From an optimization exercise on the open Yosys and OpenROAD flow, aimed at small area, a short achievable clock period and few clock cycles; shortcuts taken in it are not production practice. Function was checked by simulation only, so behaviour that the tests miss may differ from the original.

==> inputs of run K <==
## camera_smooth_approach
module camera_smooth_approach #(
	parameter int FRAC_BITS  = 16,
	parameter int COORD_BITS = 32
) (
	input  logic                         clk,
	input  logic                         arst_n,
	input  logic                         cfg_we,
	input  logic [2:0]                   cfg_idx,
	input  logic [31:0]                  cfg_data,
	input  logic                         in_valid,
	output logic                         in_ready,
	input  logic [1:0]                   op,
	input  logic [19:0]                  elapsed_us,
	input  logic signed [COORD_BITS-1:0] pos_x,
	input  logic signed [COORD_BITS-1:0] pos_y,
	input  logic signed [COORD_BITS-1:0] pos_z,
	input  logic signed [COORD_BITS-1:0] end_x,
	input  logic signed [COORD_BITS-1:0] end_y,
	input  logic signed [COORD_BITS-1:0] end_z,
	output logic                         out_valid,
	input  logic                         out_ready,
	output logic signed [COORD_BITS-1:0] cam_x_out,
	output logic signed [COORD_BITS-1:0] cam_y_out,
	output logic signed [COORD_BITS-1:0] cam_z_out,
	output logic                         bounced,
	output logic                         arrived,
	output logic [2:0]                   phase_out
);
clock: 9.0 ns
lec_check: 0
cap_margin: 20
core_margin: 2
core_utilization: 40
setup_slack_margin: 1.5
slew_margin: 20
run.sh (not shown) runs the stock make flow with config.mk's settings and CLKGATE_MAP_FILE= SYNTH_SCRIPT=/design/flow/synth_recipe.tcl, a recipe that flattens the netlist after the stock synthesis.
==> run A: changes against run K <==
--- a/flow/design.v
+++ b/flow/design.v
@@ -116,19 +116,15 @@
 	localparam logic [20:0] N_SLOW = 21'd21845;
 	localparam logic [20:0] N_ZERO = 21'd15603;
 	localparam logic [1:0] F_IDLE = 2'd0;
 	localparam logic [1:0] F_ONE  = 2'd1;
 	localparam logic [1:0] F_TWO  = 2'd2;
 	logic [2:0][31:0] cam_q, tgt_q, ws_q, we_q, lo_q, hi_q;
 	logic [2:0]       ph_q;
-	logic       ov_q, pend_q, oth_q;
-	logic             nt_v;
-	logic [1:0]       nt_op;
-	logic [2:0][31:0] nt_p, nt_e;
-	logic             b_old, f_old;    
+	logic       ov_q, pend_q, oth_q, oth1_q;
 	logic       res_bnc_q, res_arr_q;
 	logic [2:0] res_ph_q;
 	logic        a_v;
 	logic [2:0]  a_cnt;
 	logic [19:0] a_rem, a_d, a_q;
 	logic        a_uz, a_big1, a_big3;
 	logic [2:0]  a_c2f, a_c2s;
@@ -339,23 +335,20 @@
 	logic [3:0]  b_qb;
 	logic [19:0] b_rem_n;
 	csa_div4 u_db (.rem(b_rem), .d(b_d), .d3(b_d3), .nb(b_nb), .q(b_qb), .rem_n(b_rem_n));
 	logic [2:0][31:0] f2_nt;
 	logic [2:0][32:0] f2_dif;
 	logic [2:0]       mt_c;
 	logic [2:0]       f2_ge_lo, f2_ge_hi;
-	logic [2:0][31:0] cam_c_q, cv;
-	logic [2:0]       cam_ci;
 	for (genvar a = 0; a < 3; a++) begin : g_f2
-		csa_add #(.W(32)) u_cv (.a(cam_q[a]), .b(cam_c_q[a]), .cin(cam_ci[a]), .sum(cv[a]), .cout());
-		csa_add #(.W(32)) u_lo (.a({~cv[a][31], cv[a][30:0]}), .b(~{~lo_q[a][31], lo_q[a][30:0]}),
+		csa_add #(.W(32)) u_lo (.a({~cam_q[a][31], cam_q[a][30:0]}), .b(~{~lo_q[a][31], lo_q[a][30:0]}),
 			.cin(1'b1), .sum(), .cout(f2_ge_lo[a]));
-		csa_add #(.W(32)) u_hi (.a({~hi_q[a][31], hi_q[a][30:0]}), .b(~{~cv[a][31], cv[a][30:0]}),
+		csa_add #(.W(32)) u_hi (.a({~hi_q[a][31], hi_q[a][30:0]}), .b(~{~cam_q[a][31], cam_q[a][30:0]}),
 			.cin(1'b1), .sum(), .cout(f2_ge_hi[a]));
-		csa_add #(.W(33)) u_df (.a({f2_nt[a][31], f2_nt[a]}), .b(~{cv[a][31], cv[a]}),
+		csa_add #(.W(33)) u_df (.a({f2_nt[a][31], f2_nt[a]}), .b(~{cam_q[a][31], cam_q[a]}),
 			.cin(1'b1), .sum(f2_dif[a]), .cout());
 	end
 	logic [2:0][31:0] cam_f, tgt_f;
 	logic [2:0]       p_c;
 	logic             match_c, bnc_c;
 	always_comb begin
 		logic [31:0] nt;
@@ -378,41 +371,40 @@
 			if (cl) begin
 				cam_f[a] = lo_q[a];
 				tgt_f[a] = lo_q[a];
 			end else if (ch) begin
 				cam_f[a] = hi_q[a];
 				tgt_f[a] = hi_q[a];
 			end else begin
-				cam_f[a] = sn ? nt : cv[a];
+				cam_f[a] = sn ? nt : cam_q[a];
 				tgt_f[a] = nt;
 			end
 			mt_c[a] = cl | ch | sn;
 			match_c = match_c & (cl | ch | sn);
 			bnc_c   = bnc_c | cl | ch;
 		end
 		p_c = match_c ? 3'd0 : pn4(ph_q, there_q);
 	end
 	wire cam_eq_tgt = cam_q == tgt_q;
 	wire f_idle = f_st == F_IDLE;
 	wire f_one  = f_st == F_ONE;
 	wire f_two  = f_st == F_TWO;
 	wire f1_go  = f_one && !(ov_q && !out_ready);
-	wire h_cons    = b_v && !b_full && hn != 2'd0 && f_idle && !(nt_v && !b_old);
+	wire h_cons    = b_v && !b_full && hn != 2'd0 && f_idle;
 	wire b_iter    = b_v && b_cnt != 3'd0 && !(hn == 2'd2 && !h_cons);
 	wire b_done    = b_v && (b_full || b_cnt == 3'd0 || (b_cnt == 3'd1 && b_iter));
-	wire b_to_f    = b_done && !pend_q && !(nt_v && !b_old) && (f_idle || (f_two && b_full));
+	wire b_to_f    = b_done && !pend_q && (f_idle || (f_two && b_full));
 	wire b_take    = !b_v || (b_to_f && f_idle);
 	wire hand      = a_v && a_acc && a_cnt == 3'd0 && b_take;
 	wire rdy_tick  = a_v && !a_acc;
-	wire rdy_oth   = oth_q && !pend_q && !nt_v && !(a_v && a_acc);
+	wire rdy_oth   = oth_q && !pend_q && !(a_v && a_acc) && !b_v && (f_idle || (f_two && !oth1_q));
 	assign in_ready = rdy_tick || rdy_oth;
 	wire is_tick  = op == 2'd0;
 	wire acc_tick = in_valid && rdy_tick;
 	wire acc_oth  = in_valid && rdy_oth;
-	wire apply    = nt_v && !(b_v && b_old) && (f_idle || (f_two && nt_op != 2'd1));
 	wire b_fix = f_two && b_v && b_spec && match_c;
 	logic        s_slow, s_full, s_spec;
 	logic [1:0]  s_n;
 	logic [2:0]  s_c;
 	logic [19:0] s_rem, s_d, s_m;
 	logic [21:0] s_d3;
 	logic        s_uz, s_big1, s_big3;
@@ -434,18 +426,15 @@
 			s_big1 = a_big1;
 			s_big3 = a_big3;
 			s_c2f  = a_c2f;
 			s_c2s  = a_c2s;
 			s_m    = a_q;
 			s_d3   = a_m3;
 			prev   = b_v || f_one;
-			if (nt_v && nt_op != 2'd3) begin
-				s_slow = 1'b0;
-				prev   = 1'b0;
-			end else if (f_two)
+			if (f_two)
 				s_slow = p_c >= 3'd2;
 			else if (prev)
 				s_slow = pn4(ph_q, cam_eq_tgt) >= 3'd2;
 			else
 				s_slow = ph_q >= 3'd2;
 		end
 		s_full = s_big1 || (!s_slow && (s_uz || s_big3));
@@ -467,27 +456,25 @@
 			s_d   = s_m;
 			s_rem = rem0(2'd1, s_c2f);
 		end
 		if (s_full) s_c = 3'd0;
 	end
 	wire b_setup = hand || b_fix;
 	logic [2:0][32:0] g_c;
-	logic [2:0][47:0] f1_t0, f1_t1;
-	logic [2:0]       f1_c16;
+	logic [2:0][47:0] f1_t0, f1_t1, f1_sum;
 	for (genvar a = 0; a < 3; a++) begin : g_ax
 		logic [31:0] gt;
 		logic [32:0] gp;
-		assign gt = nt_p[a];
+		assign gt = a == 0 ? pos_x : a == 1 ? pos_y : pos_z;
 		csa_add #(.W(33)) u_g (.a({gt[31], gt}), .b(~{cam_q[a][31], cam_q[a]}), .cin(1'b1), .sum(gp), .cout());
 		assign g_c[a] = f_two ? (mt_c[a] ? 33'd0 : f2_dif[a]) : gp;
-		csa_add #(.W(16)) u_mv (.a(f1_t0[a][15:0]), .b(f1_t1[a][15:0]), .cin(1'b0), .sum(), .cout(f1_c16[a]));
+		csa_add #(.W(48)) u_mv (.a(f1_t0[a]), .b(f1_t1[a]), .cin(1'b0), .sum(f1_sum[a]), .cout());
 	end
 	logic [2:0][47:0] hs_n, hc_n;
-	logic [2:0][31:0] cam_mv, cam_mc;
-	logic [2:0]       cam_mi;
+	logic [2:0][31:0] cam_mv;
 	always_comb begin
 		logic [47:0] s, c, s0, c0, r0, t0, t1, sum;
 		logic [32:0] g;
 		for (int a = 0; a < 3; a++) begin
 			if (f_one) begin
 				s0 = hs_q[a];
 				c0 = hc_q[a];
@@ -503,60 +490,42 @@
 			if (f_one && !f_lv)
 				{s, c} = {hs_q[a], hc_q[a]};
 			r0  = {cam_q[a], hg_q[a][32] ? 16'hFFFF : 16'h0000};
 			t0  = r0 ^ s ^ c;
 			t1  = ((r0 & s) | (r0 & c) | (s & c)) << 1;
 			f1_t0[a] = t0;
 			f1_t1[a] = t1;
-			cam_mv[a] = f_full ? tgt_q[a] : t0[47:16];
-			cam_mc[a] = f_full ? 32'd0 : t1[47:16];
-			cam_mi[a] = !f_full && f1_c16[a];
+			sum = f1_sum[a];
+			cam_mv[a] = f_full ? tgt_q[a] : sum[47:16];
 		end
 	end
 	always_ff @(posedge clk or negedge arst_n) begin
 		if (!arst_n) begin
 			ov_q   <= 1'b0;
 			pend_q <= 1'b0;
 			oth_q  <= 1'b0;
-			nt_v   <= 1'b0;
-			b_old  <= 1'b0;
-			f_old  <= 1'b0;
+			oth1_q <= 1'b0;
 			a_v    <= 1'b0;
 			a_acc  <= 1'b0;
 			b_v    <= 1'b0;
 			hn     <= 2'd0;
 			f_st   <= F_IDLE;
 		end else begin
 			if (f_two) begin
 				ov_q <= 1'b1;
 			end else if (pend_q && (!ov_q || out_ready)) begin
 				ov_q   <= 1'b1;
 				pend_q <= 1'b0;
 			end else if (out_ready) begin
 				ov_q <= 1'b0;
 			end
-			if (apply)
-				pend_q <= 1'b1;
 			if (acc_oth)
-				nt_v <= 1'b1;
-			else if (apply)
-				nt_v <= 1'b0;
-			if (b_to_f)
-				f_old <= acc_oth || b_old;
-			else if (f_two)
-				f_old <= 1'b0;
-			else if (acc_oth)
-				f_old <= !f_idle;
-			if (b_setup && !b_fix)
-				b_old <= 1'b0;
-			else if (acc_oth)
-				b_old <= b_v && !b_to_f;
-			else if (b_to_f)
-				b_old <= 1'b0;
+				pend_q <= 1'b1;
 			oth_q  <= in_valid && !is_tick && !acc_oth;
+			oth1_q <= in_valid && op == 2'd1 && !acc_oth;
 			if (!a_v || hand) begin
 				a_v   <= in_valid && is_tick;
 				a_acc <= 1'b0;
 			end else if (acc_tick) begin
 				a_acc <= 1'b1;
 			end else if (!a_acc && !in_valid) begin
 				a_v <= 1'b0;
@@ -630,49 +599,40 @@
 		if (b_to_f) begin
 			f_full <= b_full;
 			f_lv   <= b_iter;
 			f_last <= b_qb;
 		end
 		if (f_one)
 			there_q <= cam_eq_tgt;
-		if (f1_go) begin
-			cam_c_q <= cam_mc;
-			cam_ci  <= cam_mi;
-		end
 		if (f_two) begin
 			res_bnc_q <= bnc_c;
 			res_arr_q <= match_c;
 			res_ph_q  <= p_c;
 		end else if (pend_q && (!ov_q || out_ready)) begin
 			res_bnc_q <= 1'b0;
 			res_arr_q <= cam_eq_tgt;
 			res_ph_q  <= ph_q;
 		end
-		if (acc_oth) begin
-			nt_op <= op;
-			nt_p  <= {pos_z, pos_y, pos_x};
-			nt_e  <= {end_z, end_y, end_x};
-		end
-		if (apply && nt_op == 2'd2) begin
-			ws_q <= nt_p;
-			we_q <= nt_e;
+		if (acc_oth && op == 2'd2) begin
+			ws_q <= {pos_z, pos_y, pos_x};
+			we_q <= {end_z, end_y, end_x};
 		end
 	end
 	always_ff @(posedge clk or negedge arst_n) begin
 		if (!arst_n) begin
 			for (int a = 0; a < 3; a++) begin
 				cam_q[a] <= 32'd0;
 				tgt_q[a] <= 32'd0;
 				lo_q[a]  <= 32'h8000_0000;
 				hi_q[a]  <= 32'h7FFF_FFFF;
 			end
 			ph_q <= 3'd0;
 			hg_q <= '0;
 		end else begin
-			if (f_two || (apply && nt_op == 2'd1))
+			if (f_two || (acc_oth && op == 2'd1))
 				hg_q <= g_c;
 			if (cfg_we) begin
 				case (cfg_idx)
 					3'd0: lo_q[0] <= cfg_data;
 					3'd1: hi_q[0] <= cfg_data;
 					3'd2: lo_q[1] <= cfg_data;
 					3'd3: hi_q[1] <= cfg_data;
@@ -684,18 +644,18 @@
 			if (f1_go)
 				cam_q <= cam_mv;
 			if (f_two) begin
 				cam_q <= cam_f;
 				tgt_q <= tgt_f;
 				ph_q  <= p_c;
 			end
-			if (apply) begin
-				if (nt_op == 2'd1) begin
-					tgt_q <= nt_p;
+			if (acc_oth) begin
+				if (op == 2'd1) begin
+					tgt_q <= {pos_z, pos_y, pos_x};
 					ph_q  <= 3'd0;
-				end else if (nt_op == 2'd2) begin
+				end else if (op == 2'd2) begin
 					ph_q <= 3'd1;
 				end
 			end
 		end
 	end
 endmodule
SETUP_SLACK_MARGIN = 0.4   (was 1.5)
==> run C: changes against run K <==
--- a/flow/design.v
+++ b/flow/design.v
@@ -406,72 +406,82 @@
 	wire rdy_oth   = oth_q && !pend_q && !nt_v && !(a_v && a_acc);
 	assign in_ready = rdy_tick || rdy_oth;
 	wire is_tick  = op == 2'd0;
 	wire acc_tick = in_valid && rdy_tick;
 	wire acc_oth  = in_valid && rdy_oth;
 	wire apply    = nt_v && !(b_v && b_old) && (f_idle || (f_two && nt_op != 2'd1));
 	wire b_fix = f_two && b_v && b_spec && match_c;
+	function automatic logic [71:0] setup(input logic slow, input logic uz, input logic big1,
+			input logic big3, input logic [2:0] c2f, input logic [2:0] c2s,
+			input logic [19:0] m, input logic [21:0] m3);
+		logic        full;
+		logic [1:0]  n;
+		logic [2:0]  c;
+		logic [19:0] rem, d;
+		logic [21:0] d3;
+		full = big1 || (!slow && (uz || big3));
+		d    = m;
+		d3   = m3;
+		if (slow && uz) begin
+			n   = 2'd3;
+			c   = 3'd4;
+			d   = 20'd1;
+			d3  = 22'd3;
+			rem = 20'd0;
+		end else if (slow) begin
+			n   = 2'd2;
+			c   = c2s;
+			rem = rem0(2'd2, c2s);
+		end else begin
+			n   = 2'd1;
+			c   = c2f;
+			rem = rem0(2'd1, c2f);
+		end
+		if (full) c = 3'd0;
+		setup = {full, n, c, rem, d, d3, nbits(n, c)};
+	endfunction
 	logic        s_slow, s_full, s_spec;
 	logic [1:0]  s_n;
 	logic [2:0]  s_c;
-	logic [19:0] s_rem, s_d, s_m;
+	logic [19:0] s_rem, s_d;
 	logic [21:0] s_d3;
+	logic [3:0]  s_nb;
 	logic        s_uz, s_big1, s_big3;
-	logic [2:0]  s_c2f, s_c2s;
+	logic [2:0]  s_c2f;
 	always_comb begin
-		logic prev;
+		logic        prev;
+		logic [71:0] pk_f, pk_s, pk_x;
+		pk_f = setup(1'b0, a_uz, a_big1, a_big3, a_c2f, a_c2s, a_q, a_m3);
+		pk_s = setup(1'b1, a_uz, a_big1, a_big3, a_c2f, a_c2s, a_q, a_m3);
+		pk_x = setup(1'b0, b_uz, b_big1, b_big3, b_c2f, 3'd0, b_d, b_d3);
+		prev = b_v || f_one;
+		if (nt_v && nt_op != 2'd3) begin
+			s_slow = 1'b0;
+			prev   = 1'b0;
+		end else if (f_two)
+			s_slow = p_c >= 3'd2;
+		else if (prev)
+			s_slow = pn4(ph_q, cam_eq_tgt) >= 3'd2;
+		else
+			s_slow = ph_q >= 3'd2;
 		if (b_fix) begin
+			{s_full, s_n, s_c, s_rem, s_d, s_d3, s_nb} = pk_x;
 			s_uz   = b_uz;
 			s_big1 = b_big1;
 			s_big3 = b_big3;
 			s_c2f  = b_c2f;
-			s_c2s  = 3'd0;
-			s_m    = b_d;
-			s_d3   = b_d3;
-			s_slow = 1'b0;
-			prev   = 1'b0;
+			s_spec = 1'b0;
 		end else begin
+			{s_full, s_n, s_c, s_rem, s_d, s_d3, s_nb} = s_slow ? pk_s : pk_f;
 			s_uz   = a_uz;
 			s_big1 = a_big1;
 			s_big3 = a_big3;
 			s_c2f  = a_c2f;
-			s_c2s  = a_c2s;
-			s_m    = a_q;
-			s_d3   = a_m3;
-			prev   = b_v || f_one;
-			if (nt_v && nt_op != 2'd3) begin
-				s_slow = 1'b0;
-				prev   = 1'b0;
-			end else if (f_two)
-				s_slow = p_c >= 3'd2;
-			else if (prev)
-				s_slow = pn4(ph_q, cam_eq_tgt) >= 3'd2;
-			else
-				s_slow = ph_q >= 3'd2;
-		end
-		s_full = s_big1 || (!s_slow && (s_uz || s_big3));
-		s_spec = prev && s_slow && !s_full;
-		if (s_slow && s_uz) begin
-			s_n   = 2'd3;
-			s_c   = 3'd4;
-			s_d   = 20'd1;
-			s_d3  = 22'd3;
-			s_rem = 20'd0;
-		end else if (s_slow) begin
-			s_n   = 2'd2;
-			s_c   = s_c2s;
-			s_d   = s_m;
-			s_rem = rem0(2'd2, s_c2s);
-		end else begin
-			s_n   = 2'd1;
-			s_c   = s_c2f;
-			s_d   = s_m;
-			s_rem = rem0(2'd1, s_c2f);
+			s_spec = prev && s_slow && !s_full;
 		end
-		if (s_full) s_c = 3'd0;
 	end
 	wire b_setup = hand || b_fix;
 	logic [2:0][32:0] g_c;
 	logic [2:0][47:0] f1_t0, f1_t1;
 	logic [2:0]       f1_c16;
 	for (genvar a = 0; a < 3; a++) begin : g_ax
 		logic [31:0] gt;
@@ -592,15 +602,15 @@
 			a_nb  <= nbits(2'd0, a_cnt - 3'd1);
 			a_rem <= a_rem_n;
 			a_q   <= a_q_n;
 		end
 		if (b_setup) begin
 			b_n    <= s_n;
 			b_cnt  <= s_c;
-			b_nb   <= nbits(s_n, s_c);
+			b_nb   <= s_nb;
 			b_rem  <= s_rem;
 			b_d    <= s_d;
 			b_d3   <= s_d3;
 			b_full <= s_full;
 			b_spec <= s_spec;
 			b_uz   <= s_uz;
 			b_big1 <= s_big1;
==> run R: changes against run K <==
CORE_UTILIZATION = 55   (was 40)
==> comparison <==
Run R finished clean. Run K produced a clean layout. Run C completed with no timing, DRC or antenna violations. Run A produced a layout that fails on negative setup slack.
In run K the utilization is higher than in run C, by 0.66 points.
In run R the hold slack is lower than in run K, by 0.0052 ns.
The lowest global-route usage belongs to run C, the highest to run R.
Final cell count: run K > run C > run A > run R.
Critical path depth, highest first: run A, run R, run K, run C.
Area after synthesis: run R is larger than run C (0.55%).
Of run R and run A, run R has the higher first-iteration DRC count (gap about 30%, measured against run A).
==> figures <==
metric                                                                 run R                    run C                  run A                    run K
Outcome                                              complete, no violations  complete, no violations        failed layout checks  complete, no violations
Layout check failures                                                      -                        -   negative setup slack                        -
Number of inserted filler cells in the final layout                   19,500                   31,100                 29,600                   31,200
Slowest-stage cell, CP                               sky130_fd_sc_hd__o41a_1   sky130_fd_sc_hd__or4_4  sky130_fd_sc_hd__fa_1   sky130_fd_sc_hd__or4_4
Final worst path period share                                          0.896                    0.876                   1.00                    0.891
Depth of the most critical reg-to-reg path                                40                       34                     42                       36
End of the worst register-to-register path                          a_rem[2]                 a_rem[9]              cam_q[62]                  b_nb[2]
Vias                                                                 116,000                  108,000                106,000                  111,000
Number of clock buffers in the layout                                    225                      221                    194                      232
Distinct cells, synth                                                    124                      120                    107                      124
CP dominant cell by count                            sky130_fd_sc_hd__o21a_1  sky130_fd_sc_hd__o21a_1  sky130_fd_sc_hd__fa_1                        -
Placed cell count                                                     17,300                   18,100                 18,200                   18,400
Post-CTS Setup Bufs                                                      158                       74                     27                      156
Data required, critical path                                         9.63 ns                  9.60 ns                9.73 ns                  9.58 ns
Area of the core                                                 238,000 µm²              327,000 µm²            303,000 µm²              327,000 µm²
Share of the yosys chip area belonging to registers                    0.313                    0.314                  0.265                    0.313
Testbench counts of run K, summed over its fixed seeds: cycles 5,019.
Testbench counts of run A, summed over its fixed seeds: cycles 5,360.
Testbench counts of run C, summed over its fixed seeds: cycles 5,019.
Testbench counts of run R, summed over its fixed seeds: cycles 5,019.

==> static timing again, ports no longer ideal <==
The results above use ideal ports. As a check the final layouts listed here were re-extracted and re-timed, cells and wires unchanged. Step 1 (the two cells are an assumption about what drives the block):
set clk [get_ports {clk}]
set_driving_cell -lib_cell sky130_fd_sc_hd__clkbuf_16 $clk
set_driving_cell -lib_cell sky130_fd_sc_hd__buf_2 [delete_from_list [all_inputs] $clk]
Step 2, shift: input delay + t, output delay - t, t = (earliest + latest rising clock arrival at the registers) / 2. This alone moves slack from input paths to output paths. a / b / c = no drivers / after step 1 / after step 2; a / b = the first two.
| run | t (ns) | setup WS [ns] | hold slack, ns | worst setup path at the end | clock arrival spread, ns |
|---|---|---|---|---|---|
| run K | 0.985 | 0.982 / 0.982 / 0.982 | 0.415 / 0.415 / 0.415 | register to register | 0.072 / 0.072 |
| run A | 0.943 | -0.038 / -0.038 / -0.038 | 0.498 / 0.498 / 0.498 | register to register | 0.076 / 0.075 |
| run C | 0.990 | 1.118 / 1.118 / 1.118 | 0.413 / 0.413 / 0.413 | register to register | 0.058 / 0.058 |
| run R | 0.969 | 0.939 / 0.939 / 0.939 | 0.409 / 0.409 / 0.409 | register to register | 0.068 / 0.068 |
